Context: an optimization exercise on an open-source flow, tuned for small area, a short achievable clock period and few clock cycles per item. The choices shown serve that exercise and are no tape-out recipe.
The RTL was checked by simulation tests, not by an equivalence proof against the original design.
Power is estimated from default activity; no workload was simulated.

Setup of run K:
Design json_stream_tokenizer_top, start of the top module:
module json_stream_tokenizer_top (
  input  logic        clk,
  input  logic        rst,
  input  logic        in_valid,
  output logic        in_ready,
  input  logic        in_cmd,
  input  logic [7:0]  in_char_byte,
  output logic        out_valid,
  input  logic        out_ready,
  output logic [3:0]  out_event_res,
  output logic        out_number_is_real,
  output logic        out_in_key,
  output logic [20:0] out_code_point,
  output logic [1:0]  out_status,
  output logic [23:0] out_line_number,
  output logic [23:0] out_column_number,
  output logic        out_last_of_run
);
  logic       go, take, pend, two;
  logic       cmd;
  logic [7:0] char_byte;
  assign take = out_valid && out_ready;
  jst_queue u_queue (
    .clk       (clk),
    .rst       (rst),
    .in_valid  (in_valid),
    .in_ready  (in_ready),
    .in_cmd    (in_cmd),
    .in_char_byte (in_char_byte),
    .out_ready (out_ready),
    .out_valid (out_valid),
    .two       (two),
    .go        (go),
    .cmd       (cmd),
    .char_byte (char_byte),
    .pend      (pend)
  );
  jst_core u_core (
    .clk                (clk),
    .rst                (rst),
    .acc                (go),
    .take               (take),
    .pend               (pend),
    .cmd                (cmd),
    .char_byte          (char_byte),
    .two                (two),
    .out_event_res      (out_event_res),
    .out_number_is_real (out_number_is_real),
    .out_in_key         (out_in_key),
    .out_code_point     (out_code_point),
    .out_status         (out_status),
    .out_line_number    (out_line_number),
    .out_column_number  (out_column_number)
  );
  assign out_last_of_run = !pend;
endmodule
Size: ~170 flip-flops, about 93 I/O pins, about 9600 um2 of cells after synthesis.
Settings: LEC_CHECK=0, CAP_MARGIN=5, CORE_MARGIN=2, CORE_UTILIZATION=40, SETUP_SLACK_MARGIN=3.0, SLEW_MARGIN=5; clock period 6.0 ns.
standard.sh (not shown) runs the stock make flow with config.mk's settings and CLKGATE_MAP_FILE= SYNTH_SCRIPT=/design/flow/synth_recipe.tcl, a recipe that flattens the netlist after the stock synthesis.
==> flow/flow/run.sh <==
#!/bin/bash
# Standard layout, with the port buffers inserted as buf_2 cells instead of the
# delay-buffer cell that buffer_ports picks by default.
set -euo pipefail
export BUFFER_PORTS_ARGS="-buffer_cell sky130_fd_sc_hd__buf_2"
bash standard.sh finish > standard_finish.log 2>&1
Per the final summary, run K finished and its layout is clean on timing, DRC and antenna.
Testbench counts of run K, summed over its fixed seeds: cycles 48,368, bytes 48,352.
Relative to run K, the following input files were edited for run R:
- CAP_MARGIN changed from 5 to 20
- SLEW_MARGIN changed from 5 to 20
Results
From run K to run R, clock sink count did not move at all. As far as synthesized cell count goes, run R and run K are indistinguishable; the numbers are identical. Run R reached the final stage; the timing, DRC and antenna checks on its layout passed. | delay of the slowest cell on the worst path | run K vs run R | ≈ equal |.


== job 2418 ==
Another version of the RTL of json_stream_tokenizer_top (not shown whole).
For scale: about 1200 cells after synthesis, ~170 flip-flops, roughly 93 I/O pins, about 9400 um2 of cells after synthesis.
clock: 6.0 ns
lec_check: 0
cap_margin: 20
core_margin: 2
core_utilization: 40
place_density: 0.8
setup_slack_margin: 3.15
slew_margin: 20
Scripts as last shown in full above: flow/flow/run.sh
Testbench counts of job 2418, summed over its fixed seeds: cycles 48,368, bytes 48,352.
Modified inputs, job 1498 compared to job 2418
- clearing PLACE_DENSITY, which used to be 0.8
Findings:
Job 1498: no failed stages, no open violations at the end
From job 2418 to job 1498 the numbers moved as follows: share of the final layout cell area in multi-input gates increased by 0.18 points relative to the old numbers, hold slack roughly the same, global-route wire length before repair shrank by about 2.3%, number of flops mapped to enable cells by yosys saw little to no change.
In job 1498, signed area change from the synthesized netlist to the final layout is lower than in job 2418.
Worst setup slack: job 1498 < job 2418
Global router's overall resource usage ended up 0.63 points lower on job 1498 than on job 2418.
Input-level comparison between job 6946 and job 1498:
- SETUP_SLACK_MARGIN now 3.0, was 3.15
--- outcome ---
- Job 6946 went all the way through the flow, and no timing, DRC or antenna check failed.
- Going from job 1498 to job 6946, initial detailed-routing violation count grew by a little under 10%.
- Job 6946 -> job 1498: max-slew violation count delta 0, exact match
- Compared with job 1498, in job 6946 final instance area shrank by about 3.4%, die area did not really move, fraction of area in multi-input gates increased by 0.44 points relative to the old numbers, setup slack now smaller, biggest fanout along the worst timing path has increased.
- Min part of the power in combinational logic across job 6946 and job 1498: job 6946
- Comparing job 6946 and job 1498, overall routed net length is higher on job 1498.
- On job 6946: final-layout clock buffer total is 2 higher than what job 1498 gave.
- Looking at combinational power, job 6946 sits about 10% lower than job 1498 does.
The following lists how job 7818 was set up differently from job 6946:
- TNS_END_PERCENT now 5, previously not set
Findings:
- On part of the power in registers: job 7818 sits above job 6946.
- Summary: with job 6946 as the reference, total length of routed wires in job 7818 moved down by a few percent.
- Highest-delay cell along the critical path: sky130_fd_sc_hd__o32ai_1 -> job 7818, sky130_fd_sc_hd__or4b_4 -> job 6946
- Job 7818 vs. job 6946: maximum frequency went down; sum of internal, switching and leakage power dropped 0.025 mW; non-clock buffer count went down 7.
- In the reports for job 7818 and job 6946, the larger utilization belongs to job 6946.
- Of job 7818 and job 6946, the run reporting the lower worst setup slack was job 7818.
- For job 6946, the end of the critical path was u_core.ev[2]$_DFFE_PP_, unlike job 7818, where it was u_core.ev[1]$_DFFE_PP_.


lane 4:
RTL: one of the versions met above, not the one the previous note started from.
For scale: roughly 1,100 cells after synthesis, about 170 flip-flops, ~9600 um2 of cells after synthesis.
Settings: LEC_CHECK=0, CAP_MARGIN=20, CORE_MARGIN=2, CORE_UTILIZATION=40, CTS_BUF_LIST=sky130_fd_sc_hd__clkbuf_8, CTS_CLUSTER_SIZE=30, SETUP_SLACK_MARGIN=3.0, SLEW_MARGIN=20; clock period 6.0 ns.
Scripts as last shown in full above: flow/flow/run.sh
Testbench counts of lane 4, summed over its fixed seeds: cycles 48,368, bytes 48,352.
Input-level comparison between lane 5 and lane 4:
- SETUP_SLACK_MARGIN changed from 3.0 to 3.3
- CTS_BUF_LIST removed (was sky130_fd_sc_hd__clkbuf_8)
- CTS_CLUSTER_SIZE removed (was 30)
Results
- Status | lane 5 and lane 4 | clean
- Per the comparison of lane 5 with lane 4, post-CTS setup-driven buffer insertion count rose by 22, register-to-register slack has increased, maximum frequency shows an increase of about 2.5%, worst-skew pair later-pin latency decreased 0.02 ns.

[static timing again, ports no longer ideal]
Ports are ideal in the flow. The routed layouts listed here were re-timed in OpenROAD. Step 1 sets driving cells, clkbuf_16 on the clock port and buf_2 on the other inputs (assumed; they add their load-dependent delay and slew). Step 2 times the ports against the registers' clock, not the clock port: input delays grow and output delays shrink by t, the midpoint of the rising clock arrivals with the driver on. Three values: ideal ports, drivers, drivers and shift; two values: the first two.
run	shift t [ns]	setup slack, ns	worst data-port slew with drivers (ns)
run K	0.474	3.006 / 3.006 / 2.694	0.03
run R	0.474	3.006 / 3.006 / 2.694	0.03
job 2418	0.478	3.144 / 3.118 / 2.769	0.05
job 1498	0.477	3.139 / 3.090 / 2.720	0.07
job 6946	0.476	3.063 / 3.060 / 2.728	0.04
job 7818	0.473	2.929 / 2.929 / 2.553	0.06
lane 4	0.501	2.932 / 2.932 / 2.577	0.03
lane 5	0.484	3.007 / 3.007 / 2.647	0.06
After both steps every run listed still meets setup and hold. For job 1498, which loses most, drivers alone change the setup slack by -0.049 ns; drivers and shift together by -0.419 ns.
